From an optimization exercise on the open Yosys and OpenROAD flow, aimed at small area; shortcuts taken in it are not production practice.
In this exercise RTL edits were held to simulation tests only and were not proved equivalent to the original.
Power figures rest on the tool's default switching activity, not on a simulated workload.

===== flow/standard.sh =====
#!/bin/bash
# synth_recipe.tcl (not shown) runs the flow's synth.tcl, then flattens the netlist and writes it again
# the make line also repeats each setting of config.mk as NAME=value (left out here)
make -C /OpenROAD-flow-scripts/flow DESIGN_CONFIG=/design/flow/config.mk WORK_HOME=/design/flow/orfs CLKGATE_MAP_FILE= SYNTH_SCRIPT=/design/flow/synth_recipe.tcl "${@:-finish}"

===== flow/config.mk =====
export PLATFORM = sky130hd
export DESIGN_NAME = fib_mm2s_reader
export DESIGN_NICKNAME = fib_mm2s_reader
export VERILOG_FILES = /design/flow/design.v
export SDC_FILE = /design/flow/constraint.sdc
export NUM_CORES = 4
export LEC_CHECK = 0
export CAP_MARGIN = 20
export CORE_AREA = 5 5 145 145
export DIE_AREA = 0 0 150 150
export SLEW_MARGIN = 20

===== flow/flow/run.sh =====
#!/bin/bash
# Layout flow: the standard flow with these changes.
#  - Synthesis is the standard one, except that abc maps the logic for area
#    (flow/abc_area.script in place of ORFS's abc_speed.script) and adders are
#    left to abc instead of being extracted into half/full-adder cells
#    (ADDER_MAP_FILE empty); the registers are untouched. abc's deepsyn step
#    is randomised, so synthesis runs eight times with different seeds, four
#    at a time, and the run with the smallest cell area is kept.
#  - Port buffers are the smallest buffer, sky130_fd_sc_hd__buf_1.
#  - Clock tree: small clock buffers and no dummy loads.
# Each tool's full output is in orfs/logs/ (trial_*/logs/ for the synthesis
# runs not kept); make's output goes to flow_*.log here.
set -euo pipefail
here=$(pwd)
seeds="0 7 13 29 3 11 42 57"
trial() {
  local s=$1
  rm -rf "$here/scripts_$s" "$here/trial_$s"
  cp -r "$FLOW_HOME/scripts" "$here/scripts_$s"
  sed "s/&deepsyn -T 60/\&deepsyn -T 60 -S $s/" "$here/flow/abc_area.script" > "$here/scripts_$s/abc_speed.script"
  bash standard.sh "SCRIPTS_DIR=$here/scripts_$s" "ADDER_MAP_FILE=" "WORK_HOME=$here/trial_$s" synth > "flow_synth_$s.log" 2>&1
}
for s in 0 7 13 29; do trial $s & done
wait
for s in 3 11 42 57; do trial $s & done
wait
best=""; best_area=""
for s in $seeds; do
  stat="$here/trial_$s/reports/sky130hd/fib_mm2s_reader/base/synth_stat.txt"
  [[ -f "$stat" ]] || continue
  a=$(awk '/sky130_fd_sc_hd__/{ if ($3 !~ /__(buf_|clkbuf_|conb)/) t+=$2 } END {printf "%.3f", t}' "$stat")
  echo "seed $s: area without buffers $a" | tee -a flow_synth_choice.log
  if [[ -z "$best" ]] || awk -v a="$a" -v b="$best_area" 'BEGIN{exit !(a<b)}'; then best=$s; best_area=$a; fi
done
echo "kept seed $best" | tee -a flow_synth_choice.log
rm -rf "$here/orfs"
mv "$here/trial_$best" "$here/orfs"
bash standard.sh "BUFFER_PORTS_ARGS=-buffer_cell sky130_fd_sc_hd__buf_1" \
  "CTS_ARGS=-repair_clock_nets -dont_use_dummy_load -root_buf sky130_fd_sc_hd__clkbuf_8 -buf_list {sky130_fd_sc_hd__clkbuf_8}" \
  finish > flow_finish.log 2>&1

===== flow/flow/abc_area.script =====
strash
&get -n
&st
&deepsyn -T 60
&dch -f
&nf -R 1000 -p
&put

===== flow/constraint.sdc =====
create_clock -name core_clock -period 8.0 [get_ports {clk}]
set_input_delay 1.6000 -clock core_clock [delete_from_list [all_inputs] [get_ports {clk}]]
set_output_delay 1.6000 -clock core_clock [all_outputs]
set_load 0.01 [all_outputs]

===== flow/design.v =====
module fib_mm2s_reader (
  input  logic              clk,
  input  logic              rst_n,
  input  logic              ap_start,
  output logic              ap_done,
  output logic              ap_pass,
  output logic [7:0]        err_cnt,
  output logic              s_axis_mm2s_cmd_tvalid,
  input  logic              s_axis_mm2s_cmd_tready,
  output logic [103:0]      s_axis_mm2s_cmd_tdata,
  input  logic              m_axis_mm2s_tvalid,
  output logic              m_axis_mm2s_tready,
  input  logic [255:0]      m_axis_mm2s_tdata,
  input  logic [31:0]       m_axis_mm2s_tkeep,
  input  logic              m_axis_mm2s_tlast,
  input  logic              m_axis_mm2s_sts_tvalid,
  output logic              m_axis_mm2s_sts_tready,
  input  logic [7:0]        m_axis_mm2s_sts_tdata
);
  localparam logic [4:0] S_IDLE = 5'd10;    
  localparam logic [4:0] S_C1P  = 5'd11;    
  localparam logic [4:0] S_C1V  = 5'd12;    
  localparam logic [4:0] S_C2   = 5'd22;    
  localparam logic [4:0] S_DONE = 5'd9;     
  localparam logic [31:0] DAT_S  = 32'hff9fe0ff;
  localparam logic [31:0] STS_S  = 32'h00200100;
  localparam logic [31:0] LAST_S = 32'h00300080;
  localparam logic [511:0] FIB_B = {
    32'h00000080, 32'h00600060, 32'h000000d0, 32'h00000c8c,
    32'h00000a5a, 32'h000000e1, 32'hc0000b5b, 32'ha00000e0,
    32'h98001050, 32'hf400005c, 32'h730000e9, 32'haea00f47,
    32'hb438072b, 32'h02f40f2d, 32'hc3030030, 32'hb6b6cc6d
  };
  logic [4:0] st_q;
  logic [7:0] err_q;
  logic [9:0] wd_q;
  logic idle, done, dat, sts, cv, in_wait, wd_z, hs_cmd, hs_dat, hs_sts, hs_any;
  logic count, fire, step, is_last, beat_bad, sts_bad, inc;
  logic [15:0] fib_lo;
  assign idle    = (st_q == S_IDLE);
  assign done    = (st_q == S_DONE);
  assign dat     = DAT_S[st_q];
  assign sts     = STS_S[st_q];
  assign cv      = (st_q == S_C1V) || ((st_q == S_C2) && (wd_q[9] || !wd_z));
  assign in_wait = !idle && !done;
  assign hs_cmd  = cv & s_axis_mm2s_cmd_tready;
  assign hs_dat  = dat & m_axis_mm2s_tvalid;
  assign hs_sts  = sts & m_axis_mm2s_sts_tvalid;
  assign hs_any  = hs_cmd | hs_dat | hs_sts;
  assign count   = in_wait & ~hs_any;
  assign wd_z    = (wd_q[8:0] == 9'd0);
  assign fire    = count & wd_q[9] & wd_z;
  assign step    = hs_any | (st_q == S_C1P) | (idle & ap_start) | (done & ~ap_start);
  always_comb begin
    for (int b = 0; b < 16; b++) fib_lo[b] = FIB_B[{b[3:0], st_q}];
  end
  assign is_last = LAST_S[st_q];
  assign beat_bad = (m_axis_mm2s_tdata[15:0] != fib_lo) ||
                    (|m_axis_mm2s_tdata[255:16]) ||
                    (m_axis_mm2s_tkeep != '1) ||
                    (m_axis_mm2s_tlast != is_last);
  assign sts_bad  = !m_axis_mm2s_sts_tdata[7] || (|m_axis_mm2s_sts_tdata[6:4]);
  assign inc = (hs_dat & beat_bad) | (hs_sts & sts_bad) | fire;
  always_ff @(posedge clk) begin
    if (!rst_n) begin
      st_q  <= S_IDLE;
      err_q <= 8'd0;
    end else begin
      if (fire) st_q <= S_DONE;
      else if (step) st_q <= st_q + 5'd1;
      if (idle && ap_start) err_q <= 8'd0;
      else if (inc && err_q != 8'hFF) err_q <= err_q + 8'd1;
    end
  end
  always_ff @(posedge clk) begin
    wd_q <= count ? {wd_q[8:0], wd_q[9] ^ wd_q[6] ^ wd_z} : 10'd0;
  end
  assign ap_done = done;
  assign ap_pass = (err_q == 8'd0);
  assign err_cnt = err_q;
  assign s_axis_mm2s_cmd_tvalid = cv;
  assign m_axis_mm2s_tready     = dat;
  assign m_axis_mm2s_sts_tready = sts;
  always_comb begin
    s_axis_mm2s_cmd_tdata      = {104{st_q[0]}};
    s_axis_mm2s_cmd_tdata[30]  = cv;         
    s_axis_mm2s_cmd_tdata[23]  = cv;         
    s_axis_mm2s_cmd_tdata[59]  = st_q[3];    
    s_axis_mm2s_cmd_tdata[57]  = st_q[3];    
    s_axis_mm2s_cmd_tdata[52]  = st_q[1];    
    s_axis_mm2s_cmd_tdata[9]   = st_q[1];    
    s_axis_mm2s_cmd_tdata[8]   = st_q[3];    
    s_axis_mm2s_cmd_tdata[5]   = st_q[1];    
  end
endmodule

==> flow_summary.yaml, run 1 <==
status:
  status: "timing/DRC/antenna clean"
cts:
  holdBufCountCts: 0
  post-cts-setup-buffer-count: 0
  cts_sinks: 23
  clk_pin_slew_ns: 0.09
  cts_resized: 0
  clk_latency_ns: 0.27
  cts_buffers: 3
  tritoncts: "done"
  clockRootBuffer: "clkbuf_8"
  cts_htree_levels: 1
  clockBufferDepth: 2
worst_hold_path:
  min_to: "wd_q[3]"
  min_from: "wd_q[2]"
  hold_class: "reg2reg"
  holdPathStages: 1
synthesis:
  syn_area_per_cell_um2: 7.201
  synth.top_cell.area_share_pct: 28.53
  yosys.cell_types.count: 38
  ys_seq_area_share_pct: 16.83
  synth-edff-count: 0
  synth.top_cells.by_area: "buf_4, dfxtp_1, nor4_1"
  syn-cell-area_um2: 2736
  synth.net_count: 683
  synth_most_common_cell: "buf_4"
  ys_ff_latch: 23
  yosys.area.top_type: "buf_4"
  postSynth.asyncResetShare_pct: 0
  dominantRegCellSynth: "dfxtp_1"
  yosysWarningCount: 1
  synth_top_cells_by_count: "buf_4, nor4_1, nor2_1, nand4_1, dfxtp_1"
  postSynthCellCount: 380
grt:
  grt_pass1_vias: 3819
  overflow: 0
  track_usage_pct: 11.16
  antenna_found_initial: 1
  grt_pass1_wl_um: 19640
  grt_max_degree: 102
placement:
  gp_congestion: 1.096
  hpwl_um: 13020
  portBuffers: 415
power:
  vdd_drop_max_mv: 0.09557
  p_leak_nw: 1.041
  power.density_nw_per_um2: 200.9
critical_path:
  worstRegToRegCells: 17
  critPathArrivalTime_ns: 5.57
  reg2reg_from: "st_q[1]"
  required_ns: 8.10
  end_kind: "flip-flop"
  worst_setup_path_start_kind: "input pin"
  worstSetupPathType: "in2reg"
  path_max_fanout: 5
  r2r_slack_ns: 3.18
  r2r-end: "err_q[6]"
sta:
  fin_skew_ns: 0.01837
  hold-worst-slack_ns: 0.4613
  relSlewSlack_pct: 45.20
  rsz0062_at_grt: "no"
  finalMaxSlewViolations: 0
  period_share_pct: 68.37
  tightestPinTransition_ns: 0.8134
  min_period_ns: 5.470
  setup_viol: 0
  fin_tns_setup_ns: 0
  hold_violations: 0
  fmax_mhz: 182.8
detailed_routing:
  wire_per_inst_um: 14.95
  route.vias.total: 4048
  drc_errors: 0
  viasPerCell: 4.217
  drt_first_pass_iters: 5
  drt-initial-drc-count: 147
  wl_um: 14350
  ant_nets: 0
job:
  cap_viol_max_count: 0
layout:
  diodes: 0
  num-fill-cells: 2157
  syn2layout_area_growth_pct: 42.34
  utilization_pct: 20.08
  drive_gt1_share_pct: 0.7194
  fin_nets: 1000
floorplan:
  core_area_um2: 19400
  die-area_um2: 22500
  ioPinCount: 420
  die_w_um: 150
  rows: 51
  initial_core_util_pct: 14.11
  die_h_um: 150
-- stage by stage --
stage | setup slack, ns | total power [mW] | instances | area [um2]
2_1_floorplan | 2.491 | 0.7726 | 380 | 2736
3_3_place_gp | 2.258 | 0.7203 | 957 | 3854
3_5_place_dp | 2.235 | 0.7198 | 957 | 3854
4_1_cts | 2.491 | 0.7893 | 960 | 3895
5_1_grt | 2.264 | 0.8586 | 960 | 3895
6_report | 2.530 | 0.7824 | 960 | 3895
-- cell usage in the layout, fill, tap and decap left out, types with 4 or more instances in the layout --
cell / count
nor2b_1: 15
xor2_1: 12
nor2_1: 28
nand2_1: 19
nor4_1: 68
nor3_1: 12
nand2b_1: 7
buf_1: 415
a21oi_1: 13
o21ai_0: 11
nand4_1: 24
xnor2_1: 4
dfxtp_1: 22
nand3_1: 8
-- state kept, by name (all words and copies together) (netlist names) --
signal	count
st_q	5
wd_q	10
err_q	8
-- power by group --
part           switching (mW)  leakage, nW  internal, mW
Clock                  0.0344       0.0216        0.0336
Sequential             0.0283        0.187         0.130
Combinational           0.366        0.833         0.191
-- layout make-up --
type                    count  area (um2)  share of cell area [%]
flip-flops and latches     23       461.7                   11.85
well taps                 265       331.6                   8.513
inverters                   2       7.507                  0.1927
repair buffers            416        1565                   40.19
multi-input cells         251        1488                   38.19
clock buffers               3       41.29                   1.060
-- worst max-delay path by stage --
stage,start,end,slack [ns],cells after the start
after CTS,m_axis_mm2s_tkeep[25],err_q[6],2.49,16
final,m_axis_mm2s_tkeep[25],err_q[6],2.53,16
after floorplan,st_q[0],err_q[6],2.49,17
after detailed placement,m_axis_mm2s_tkeep[25],err_q[6],2.23,16
after global placement,m_axis_mm2s_tkeep[25],err_q[6],2.26,16
after global routing,m_axis_mm2s_tkeep[21],err_q[6],2.26,16
-- worst max-delay path, stage by stage --
cell	delay, ns
buf_1	0.09
nand4_1	0.08
or4_1	0.50
nor4_1	0.60
o2111ai_1	0.21
nor4_1	0.35
nand4_1	0.13
nor4_1	0.51
a21oi_1	0.12
or3_1	0.41
o311a_1	0.18
nor2b_1	0.17
and2_0	0.23
and3_1	0.23
nor2_1	0.10
nor3_1	0.06
-- cells by family after synthesis --
kind of cell	share of synthesized area (%)
buffers and inverters	28.81
AND/OR/NAND/NOR	39.23
XOR/XNOR	5.121
flip-flops	16.83
AO/OA/AOI/OAI	10.01
-- per-layer routing --
layer | part of all wire [%] | GRT usage (%) | vias up
met2 | 50 | 21.20 | 284
met1 | 38 | 13.37 | 1785
met4 | 1.9 | 2.608 | 2
met5 | 0.091 | 0 | -
met3 | 10 | 1.151 | 18
li1 | - | - | 1959
==> run 2: changes to the inputs <==
--- a/flow/design.v
+++ b/flow/design.v
@@ -24,11 +24,11 @@
   localparam logic [4:0] S_DONE = 5'd9;     
   localparam logic [31:0] DAT_S  = 32'hff9fe0ff;
   localparam logic [31:0] STS_S  = 32'h00200100;
-  localparam logic [31:0] LAST_S = 32'h00300080;
+  localparam logic [31:0] LAST_S = 32'h00100080;
   localparam logic [511:0] FIB_B = {
     32'h00000080, 32'h00600060, 32'h000000d0, 32'h00000c8c,
-    32'h00000a5a, 32'h000000e1, 32'hc0000b5b, 32'ha00000e0,
-    32'h98001050, 32'hf400005c, 32'h730000e9, 32'haea00f47,
+    32'h00000a5a, 32'h000001e1, 32'hc0000b5b, 32'ha00000e0,
+    32'h98001050, 32'hf400005c, 32'h730000e9, 32'haea01f47,
     32'hb438072b, 32'h02f40f2d, 32'hc3030030, 32'hb6b6cc6d
   };
   logic [4:0] st_q;
--- a/flow/flow/run.sh
+++ b/flow/flow/run.sh
@@ -4,15 +4,15 @@
 #    (flow/abc_area.script in place of ORFS's abc_speed.script) and adders are
 #    left to abc instead of being extracted into half/full-adder cells
 #    (ADDER_MAP_FILE empty); the registers are untouched. abc's deepsyn step
-#    is randomised, so synthesis runs eight times with different seeds, four
+#    is randomised, so synthesis runs twelve times with different seeds, four
 #    at a time, and the run with the smallest cell area is kept.
 #  - Port buffers are the smallest buffer, sky130_fd_sc_hd__buf_1.
-#  - Clock tree: small clock buffers and no dummy loads.
+#  - Clock tree: clkbuf_8 buffers only and no dummy loads.
 # Each tool's full output is in orfs/logs/ (trial_*/logs/ for the synthesis
 # runs not kept); make's output goes to flow_*.log here.
 set -euo pipefail
 here=$(pwd)
-seeds="0 7 13 29 3 11 42 57"
+seeds="0 7 13 29 3 11 42 57 5 19 23 31"
 trial() {
   local s=$1
   rm -rf "$here/scripts_$s" "$here/trial_$s"
@@ -23,6 +23,8 @@
 for s in 0 7 13 29; do trial $s & done
 wait
 for s in 3 11 42 57; do trial $s & done
+wait
+for s in 5 19 23 31; do trial $s & done
 wait
 best=""; best_area=""
 for s in $seeds; do
==> run 2 against run 1 <==
  * Still clean
  * Power is 1.2% higher
  * Count of clock-buffer cells in the layout unchanged
  * Routed wire length is 1.3% lower
  * Design area down 0.16%
  * Non-clock buffer count did not move
  * Register-to-register slack better by 0.11 ns
  * Sequential power is 16% higher
  * Combinational power decreased by 3%
  * Utilization hardly changed
  * Highest routed layer unchanged
==> flow_summary.yaml, run 2 <==
synthesis:
  synth.net_count: 685
  dominantRegCellSynth: "dfxtp_1"
  yosys.cell_types.count: 36
  ys_ff_latch: 23
  synth.top_cells.by_area: "buf_4, dfxtp_1, nor4_1"
  synth_top_cells_by_count: "buf_4, nor4_1, nor2_1, nand4_1, dfxtp_1"
  postSynth.asyncResetShare_pct: 0
  ys_seq_area_share_pct: 16.90
  postSynthCellCount: 382
  syn_area_per_cell_um2: 7.134
  syn-cell-area_um2: 2725
  yosys.area.top_type: "buf_4"
  yosysWarningCount: 1
  synth_most_common_cell: "buf_4"
  synth-edff-count: 0
  synth.top_cell.area_share_pct: 28.65
power:
  p_sw_share_pct: 55.52
  internal_power_mw: 0.3523
  total_power_mw: 0.7919
  p_leak_nw: 1.063
  combPwrFrac_pct: 68.5
  seq_power_share_pct: 23.1
  clockPowerShare_pct: 8.4
  vdd_drop_max_mv: 0.06965
  p_sw_mw: 0.4397
  power.density_nw_per_um2: 203.6
floorplan:
  die_w_um: 150
  ioPinCount: 420
  core_area_um2: 19400
  die_h_um: 150
  rows: 51
  initial_core_util_pct: 14.05
  die-area_um2: 22500
detailed_routing:
  drt_first_pass_iters: 5
  wire_per_inst_um: 14.73
  viasPerCell: 4.111
  drt-initial-drc-count: 204
  route.vias.total: 3955
  drc_errors: 0
  wl_um: 14170
  ant_nets: 0
grt:
  grt_util_met3_pct: 2.332
  track_usage_pct: 10.89
  busiest_layer: "met2"
  grt_max_degree: 60
  grt_pass1_wl_um: 18970
  antenna_found_initial: 2
  met2_usage_pct: 19.87
  grtUsageMet1_pct: 13.73
  overflow: 0
  grt_pass1_vias: 3615
layout:
  diodes: 0
  num-fill-cells: 2187
  utilization_pct: 20.05
  largest_reg_flops: 10
  final_cell_mix: "buf_1, nor4_1, nor2_1, nand4_1, dfxtp_1"
  largestRegisters: "wd_q: 10 flops, err_q: 8 flops, st_q: 5 flops"
  fin_nets: 1002
  regMostFlops: "wd_q"
  post-route-cell-area_um2: 3889
  syn2layout_area_growth_pct: 42.70
  fin_cells: 962
  drive_gt1_share_pct: 0.8608
  final_common_cell: "buf_1"
sta:
  timing.final.ws_setup_ns: 2.931
  setup_viol: 0
  hold-worst-slack_ns: 0.4628
  hold_violations: 0
  fmax_mhz: 197.3
  fin_tns_setup_ns: 0
  tightestPinTransition_ns: 0.7882
  min_period_ns: 5.069
  fin_skew_ns: 0.002643
  finalMaxSlewViolations: 0
  period_share_pct: 63.36
  relSlewSlack_pct: 47.45
  rsz0062_at_grt: "no"
critical_path:
  worstSetupPathType: "in2reg"
  end_kind: "flip-flop"
  cp_slowest_stage_delay_ns: 0.54
  path_delay_family: "simple AND/OR/NAND/NOR gates"
  slowest_stage: "nor4_1"
  crit_chain: "buf_1 > nor4_1 > nand4_1 > nor4_1 > nand4_1 > nor4_1 > nand3_1 > nor4_1 > a21oi_1 > nor3_1 > nor2_1 > and3_1 > and3_1 > and3_1 > nor2_1 > nor2_1"
  worst_setup_path_start_kind: "input pin"
  critPathArrivalTime_ns: 5.19
  path_buf_inv: 1
  cp_common_cell: "nor4_1"
  path_max_fanout: 4
  required_ns: 8.13
worst_hold_path:
  hold_class: "reg2reg"
job:
  cap_viol_max_count: 0
cts:
  cts_htree_levels: 1
  tritoncts: "done"
  clockBufferDepth: 2
  clk_latency_ns: 0.26
  clk_pin_slew_ns: 0.07
  clockRootBuffer: "clkbuf_8"
  cts_buffers: 3
  cts_resized: 0
  holdBufCountCts: 0
  post-cts-setup-buffer-count: 0
  cts_sinks: 23
placement:
  place_area_um2: 3842
  hpwl_um: 12890
  place_ws_ns: 2.436
  place.detailed.instances: 959
  gp_congestion: 0.9501
  portBuffers: 415
status:
  status: "timing/DRC/antenna clean"
## run 2: cell count changes after synthesis, moves of 3 or more
cell      previous run  this run
and2_0               3         6
nor2_1              28        33
nor2b_1             15        11
xor2_1              12         6
a21oi_1             13         8
nor3_1              12        17
xnor2_1              4         8
nand2b_1             7         2
and3_1               2         5
## run 2: final timing paths
kind / start / endpoint / slack [ns] / cells after the start
worst max-delay path: m_axis_mm2s_tdata[165] / err_q[7] / 2.93 / 16
worst min-delay path: wd_q[7] / wd_q[8] / 0.46 / 1
worst max register to register: st_q[0] / err_q[7] / 3.29 / 16
worst min register to register: wd_q[7] / wd_q[8] / 0.46 / 1
## run 2: area by class of cell
cell class | instances | area (um2) | share of cell area [%]
Sequential cell | 23 | 461.7 | 11.87
Tap cell | 265 | 331.6 | 8.526
Timing Repair Buffer | 416 | 1565 | 40.25
Multi-Input combinational cell | 253 | 1481 | 38.10
Clock buffer | 3 | 41.29 | 1.062
Inverter | 2 | 7.507 | 0.1931
## run 2: power by group through the flow
stage	clock network, mW	logic, mW	registers (mW)
after floorplan	0	0.587	0.195
after CTS	0.0689	0.548	0.183
after global routing	0.0738	0.607	0.190
after global placement	0	0.545	0.183
final	0.0664	0.543	0.183
after detailed placement	0	0.547	0.185
## run 2: cell families after synthesis
group | Yosys count | share of synthesized area [%]
AOI/OAI and AO/OA | 39 | 9.229
xor gates and xnor gates | 14 | 4.500
buffers and inverters | 106 | 28.93
DFF | 23 | 16.90
muxes | 1 | 0.4132
and+or+nand+nor | 199 | 40.04
## run 2: per-layer routing
metal | wire (um) | part of all wire (%)
met4 | 46 | 0.32
met1 | 5693 | 40
met3 | 1429 | 10
met2 | 6991 | 49
met5 | 8 | 0.056
==> run 3: changes to the inputs <==
==> flow/design.v (replaced) <==
module fib_mm2s_reader (
  input  logic              clk,
  input  logic              rst_n,
  input  logic              ap_start,
  output logic              ap_done,
  output logic              ap_pass,
  output logic [7:0]        err_cnt,
  output logic              s_axis_mm2s_cmd_tvalid,
  input  logic              s_axis_mm2s_cmd_tready,
  output logic [103:0]      s_axis_mm2s_cmd_tdata,
  input  logic              m_axis_mm2s_tvalid,
  output logic              m_axis_mm2s_tready,
  input  logic [255:0]      m_axis_mm2s_tdata,
  input  logic [31:0]       m_axis_mm2s_tkeep,
  input  logic              m_axis_mm2s_tlast,
  input  logic              m_axis_mm2s_sts_tvalid,
  output logic              m_axis_mm2s_sts_tready,
  input  logic [7:0]        m_axis_mm2s_sts_tdata
);
  logic       cmdp_q, cv_q, dr_q, sr_q, dn_q;
  logic [7:0] err_q, err_d;
  logic [4:0] idx_q, idx_d;
  logic       p1_q, pass_q;
  logic [9:0] wd_q;
  logic p2, wd_z, hs_cmd, hs_dat, hs_sts, hs_any, in_wait, count, fire, is_last;
  logic beat_bad, sts_bad, inc;
  logic [15:0] fib_lo;
  assign p2 = idx_q[3];
  assign hs_cmd  = cv_q & s_axis_mm2s_cmd_tready;
  assign hs_dat  = dr_q & m_axis_mm2s_tvalid;
  assign hs_sts  = sr_q & m_axis_mm2s_sts_tvalid;
  assign hs_any  = hs_cmd | hs_dat | hs_sts;
  assign in_wait = cmdp_q | cv_q | dr_q | sr_q;
  assign count   = in_wait & ~hs_any;
  assign wd_z    = (wd_q[8:0] == 9'd0);
  assign fire    = count & wd_q[9] & wd_z;
  assign is_last = (idx_q == 5'd7) || (idx_q == 5'd24);
  localparam logic [511:0] FIB_B = {
    32'hff000000,
    32'hc0c00000,
    32'hffa00000,
    32'h1d180000,
    32'hb4b40000,
    32'hffc20000,
    32'hb0b78000,
    32'hc1c14000,
    32'hb0a13000,
    32'hecb9e800,
    32'hf7d2e600,
    32'h8c8f5d00,
    32'h6a5768c0,
    32'h5a5a05a0,
    32'he6618618,
    32'h00db6db6
  };
  always_comb begin
    for (int b = 0; b < 16; b++) fib_lo[b] = FIB_B[32*b + int'(idx_q)];
  end
  assign beat_bad = (m_axis_mm2s_tdata[15:0] != fib_lo) ||
                    (|m_axis_mm2s_tdata[255:16]) ||
                    (m_axis_mm2s_tkeep != '1) ||
                    (m_axis_mm2s_tlast != is_last);
  assign sts_bad  = !m_axis_mm2s_sts_tdata[7] || (|m_axis_mm2s_sts_tdata[6:4]);
  assign inc = (hs_dat & beat_bad) | (hs_sts & sts_bad) | fire;
  always_comb begin
    err_d = err_q;
    if (!in_wait && !dn_q && ap_start) err_d = 8'd0;
    else if (inc && err_q != 8'hFF) err_d = err_q + 8'd1;
  end
  always_ff @(posedge clk) begin
    if (!rst_n) begin
      cmdp_q <= 1'b0;
      cv_q   <= 1'b0;
      dr_q   <= 1'b0;
      sr_q   <= 1'b0;
      dn_q   <= 1'b0;
      err_q  <= 8'd0;
    end else begin
      cmdp_q <= (~in_wait & ~dn_q & ap_start) | (hs_sts & ~idx_q[4]);
      cv_q   <= cmdp_q | (cv_q & ~s_axis_mm2s_cmd_tready & ~fire);
      dr_q   <= hs_cmd | (dr_q & ~(hs_dat & is_last) & ~fire);
      sr_q   <= (hs_dat & is_last) | (sr_q & ~m_axis_mm2s_sts_tvalid & ~fire);
      dn_q   <= fire | (hs_sts & idx_q[4]) | (dn_q & ap_start);
      err_q  <= err_d;
    end
  end
  always_comb begin
    idx_d = idx_q;
    if (!in_wait) idx_d = 5'd0;
    else if (hs_dat) idx_d = idx_q + 5'd1;
  end
  always_ff @(posedge clk) begin
    idx_q  <= idx_d;
    p1_q   <= ~idx_d[3];
    pass_q <= (err_d == 8'd0);
    wd_q   <= count ? {wd_q[8:0], wd_q[9] ^ wd_q[6] ^ wd_z} : 10'd0;
  end
  assign ap_done = dn_q;
  assign ap_pass = pass_q;
  assign err_cnt = err_q;
  assign s_axis_mm2s_cmd_tvalid = cv_q;
  assign m_axis_mm2s_tready     = dr_q;
  assign m_axis_mm2s_sts_tready = sr_q;
  always_comb begin
    s_axis_mm2s_cmd_tdata      = {104{dn_q}};
    s_axis_mm2s_cmd_tdata[30]  = cv_q;    
    s_axis_mm2s_cmd_tdata[23]  = cv_q;    
    s_axis_mm2s_cmd_tdata[59]  = p1_q;    
    s_axis_mm2s_cmd_tdata[57]  = p1_q;    
    s_axis_mm2s_cmd_tdata[52]  = p2;      
    s_axis_mm2s_cmd_tdata[9]   = p2;      
    s_axis_mm2s_cmd_tdata[8]   = p1_q;    
    s_axis_mm2s_cmd_tdata[5]   = p2;      
  end
endmodule
--- a/flow/flow/run.sh
+++ b/flow/flow/run.sh
@@ -4,15 +4,15 @@
 #    (flow/abc_area.script in place of ORFS's abc_speed.script) and adders are
 #    left to abc instead of being extracted into half/full-adder cells
 #    (ADDER_MAP_FILE empty); the registers are untouched. abc's deepsyn step
-#    is randomised, so synthesis runs twelve times with different seeds, four
+#    is randomised, so synthesis runs eight times with different seeds, four
 #    at a time, and the run with the smallest cell area is kept.
 #  - Port buffers are the smallest buffer, sky130_fd_sc_hd__buf_1.
-#  - Clock tree: clkbuf_8 buffers only and no dummy loads.
+#  - Clock tree: small clock buffers and no dummy loads.
 # Each tool's full output is in orfs/logs/ (trial_*/logs/ for the synthesis
 # runs not kept); make's output goes to flow_*.log here.
 set -euo pipefail
 here=$(pwd)
-seeds="0 7 13 29 3 11 42 57 5 19 23 31"
+seeds="0 7 13 29 3 11 42 57"
 trial() {
   local s=$1
   rm -rf "$here/scripts_$s" "$here/trial_$s"
@@ -23,8 +23,6 @@
 for s in 0 7 13 29; do trial $s & done
 wait
 for s in 3 11 42 57; do trial $s & done
-wait
-for s in 5 19 23 31; do trial $s & done
 wait
 best=""; best_area=""
 for s in $seeds; do
==> run 3 against run 2 <==
  * Still clean
  * Global-route usage is 0.42 points lower
  * Worst setup slack got worse by 0.38 ns
  * Design area is 6.4% higher
  * Clock skew rose by 0.016 ns
  * Maximum frequency decreased by 7.0%
  * Clock power grew 55%
  * Area after synthesis increased by 8.3%
  * Die area unchanged
  * Utilization is 1.3 points higher
  * Critical endpoint is now pass_q
==> flow_summary.yaml, run 3 <==
status:
  status: "timing/DRC/antenna clean"
synthesis:
  synth-edff-count: 0
  synth.net_count: 702
  syn-cell-area_um2: 2950
  muxShareOfSynthArea_pct: 0
  synth-xor-area-share_pct: 4.750
  synthSimpleGateAreaFrac_pct: 37.15
  postSynth.asyncResetShare_pct: 0
  synth_fa_ha_area_share_pct: 0
  synth_top_cells_by_count: "buf_4, nor4_1, dfxtp_1, nand4_1, nand2_1"
  postSynthCellCount: 399
  yosysWarningCount: 1
  synth.top_cells.by_area: "buf_4, dfxtp_1, nor4_1"
  ys_ff_latch: 30
  synth.top_cell.area_share_pct: 26.46
  synth_top_family_by_area: "simple AND/OR/NAND/NOR gates"
  syn_area_per_cell_um2: 7.394
  synth-compound-area-share_pct: 10.64
  ys_seq_area_share_pct: 20.36
  yosys.area.top_type: "buf_4"
  dominantRegCellSynth: "dfxtp_1"
  yosys.cell_types.count: 36
  synth_most_common_cell: "buf_4"
layout:
  regMostFlops: "wd_q"
  drive_gt1_share_pct: 0.9777
  largest_reg_flops: 10
  syn2layout_area_growth_pct: 40.29
  fin_nets: 1021
  utilization_pct: 21.34
  final_cell_mix: "buf_1, nor4_1, dfxtp_1, nand4_1, nand2_1"
  final_common_cell: "buf_1"
  largestRegisters: "wd_q: 10 flops, err_q: 8 flops, idx_q: 5 flops"
power:
  vdd_drop_max_mv: 0.04857
  clockPowerShare_pct: 30.3
  internal_power_mw: 0.2529
  seq_power_share_pct: 45.1
  p_sw_share_pct: 26.05
  p_leak_nw: 1.109
  power.density_nw_per_um2: 82.63
  p_sw_mw: 0.08910
  combPwrFrac_pct: 24.6
  total_power_mw: 0.3420
grt:
  overflow: 0
  grt_pass1_wl_um: 18420
  antenna_found_initial: 3
  track_usage_pct: 10.48
  grt_max_degree: 98
  grt_pass1_vias: 3571
floorplan:
  initial_core_util_pct: 15.21
  rows: 51
  die_w_um: 150
  die-area_um2: 22500
  core_area_um2: 19400
  ioPinCount: 420
  die_h_um: 150
detailed_routing:
  wire_per_inst_um: 14.00
  ant_nets: 0
  route.vias.total: 3988
  viasPerCell: 4.061
  wl_um: 13740
  drc_errors: 0
  drt-initial-drc-count: 156
  drt_first_pass_iters: 4
cts:
  cts_sinks: 30
  cts_resized: 0
  post-cts-setup-buffer-count: 0
  tritoncts: "done"
  holdBufCountCts: 0
  cts_buffers: 5
  clk_pin_slew_ns: 0.07
  clockBufferDepth: 2
  clockRootBuffer: "clkbuf_8"
  clk_latency_ns: 0.28
  cts_htree_levels: 2
critical_path:
  end_kind: "flip-flop"
  r2r_slack_ns: 3.50
  path_max_fanout: 5
  worst_setup_path_start_kind: "input pin"
  worstSetupPathType: "in2reg"
  critPathArrivalTime_ns: 5.61
  required_ns: 8.16
sta:
  timing.final.ws_setup_ns: 2.552
  finalMaxSlewViolations: 0
  period_share_pct: 68.11
  setup_viol: 0
  tightestPinTransition_ns: 0.9108
  relSlewSlack_pct: 38.72
  min_period_ns: 5.448
  fin_tns_setup_ns: 0
  hold_violations: 0
  rsz0062_at_grt: "no"
  fin_skew_ns: 0.01860
  fmax_mhz: 183.5
job:
  cap_viol_max_count: 0
placement:
  hpwl_um: 12560
  gp_congestion: 0.9911
  portBuffers: 415
  place_ws_ns: 2.214
worst_hold_path:
  hold_class: "reg2reg"
## run 3: changes by cell type after synthesis, moves of 5 or more
cell | before | now
nor2_1 | 33 | 19
a21oi_1 | 8 | 16
dfxtp_1 | 23 | 30
nor3_1 | 17 | 10
nand2_1 | 19 | 24
## run 3: per-stage QoR
stage | instance area, um2 | hold slack (ns) | std cells
floorplan | 2950 | 0.4244 | 399
global placement | 4068 | 0.4459 | 976
detailed placement | 4068 | 0.4558 | 976
CTS | 4136 | 0.4555 | 981
global route | 4136 | 0.4773 | 981
finish | 4139 | 0.4502 | 982
## run 3: cell families after synthesis
family	count (synthesis)
DFF	30
and+or+nand+nor	194
xor gates and xnor gates	16
buffers and inverters	109
AOI/OAI and AO/OA	50
## run 3: final timing paths
check,from,endpoint,cells after the start
worst min-delay path,wd_q[7],wd_q[8],1
worst max-delay path,m_axis_mm2s_tdata[211],pass_q,16
worst max register to register,idx_q[3],pass_q,17
worst min register to register,wd_q[7],wd_q[8],1
## run 3: routing by layer
metal	vias up	track usage, %	wire length (um)
met4	4	1.693	98
met5	-	0	27
met2	226	17.57	6497
li1	2036	-	-
met3	10	2.483	1553
met1	1712	13.89	5567
## run 3: power by group through the flow
stage                     combinational (mW)  clock, mW  sequential (mW)
after floorplan                       0.0228          0            0.158
after CTS                             0.0845      0.108            0.154
after detailed placement              0.0837          0            0.158
after global placement                0.0829          0            0.158
final                                 0.0841      0.103            0.154
after global routing                  0.0952      0.116            0.155
## run 3: layout make-up
cell class                 count  area [um2]
sequential                    30       601.8
inverter                       5       18.77
multi-input combinational    260        1550
tap                          265       331.6
timing repair buffer         416        1565
fill                        2202       15260
antenna                        1       2.502
clock buffer                   5       68.82
## run 3: critical path, stage by stage
cell	delay, ns
buf_1	0.09
nor4_1	0.42
nand4_1	0.20
nor4_1	0.48
o2111ai_1	0.18
nand4b_1	0.23
or4_1	0.52
nor4_1	0.34
o221ai_1	0.25
nand3_1	0.18
or2_0	0.13
clkinv_1	0.12
a21oi_1	0.17
nor3_1	0.07
or4_1	0.43
nor4_1	0.19

==> separate check: timing with driven ports <==
In the flow no input, the clock included, has a driving cell. The finished layouts below were timed again as built, in two steps.
Step 1 (the two cells are an assumption about what drives the block):
set clk [get_ports {clk}]
set_driving_cell -lib_cell sky130_fd_sc_hd__clkbuf_16 $clk
set_driving_cell -lib_cell sky130_fd_sc_hd__buf_2 [delete_from_list [all_inputs] $clk]
Step 2 times the ports against the registers' clock, not the clock port: input delays grow and output delays shrink by t, the midpoint of the rising clock arrivals with the driver on.
Slacks: ideal ports / drivers / drivers and shift; pairs: ideal ports / drivers.
| run | shift t [ns] | slack for setup (ns) | hold WS [ns] | slew at the worst register clock pin (ns) | pins driven straight from the clock port |
|---|---|---|---|---|---|
| run 1 | 0.279 | 2.530 / 2.527 / 2.248 | 0.461 / 0.461 / 0.461 | 0.09 / 0.09 | 1 |
| run 2 | 0.282 | 2.931 / 2.931 / 2.649 | 0.463 / 0.463 / 0.463 | 0.07 / 0.07 | 1 |
| run 3 | 0.291 | 2.552 / 2.540 / 2.249 | 0.450 / 0.450 / 0.450 | 0.07 / 0.07 | 1 |
After both steps setup and hold are still met in every run listed. For run 3, which loses most, drivers alone change the setup slack by -0.012 ns; drivers and shift together by -0.303 ns.
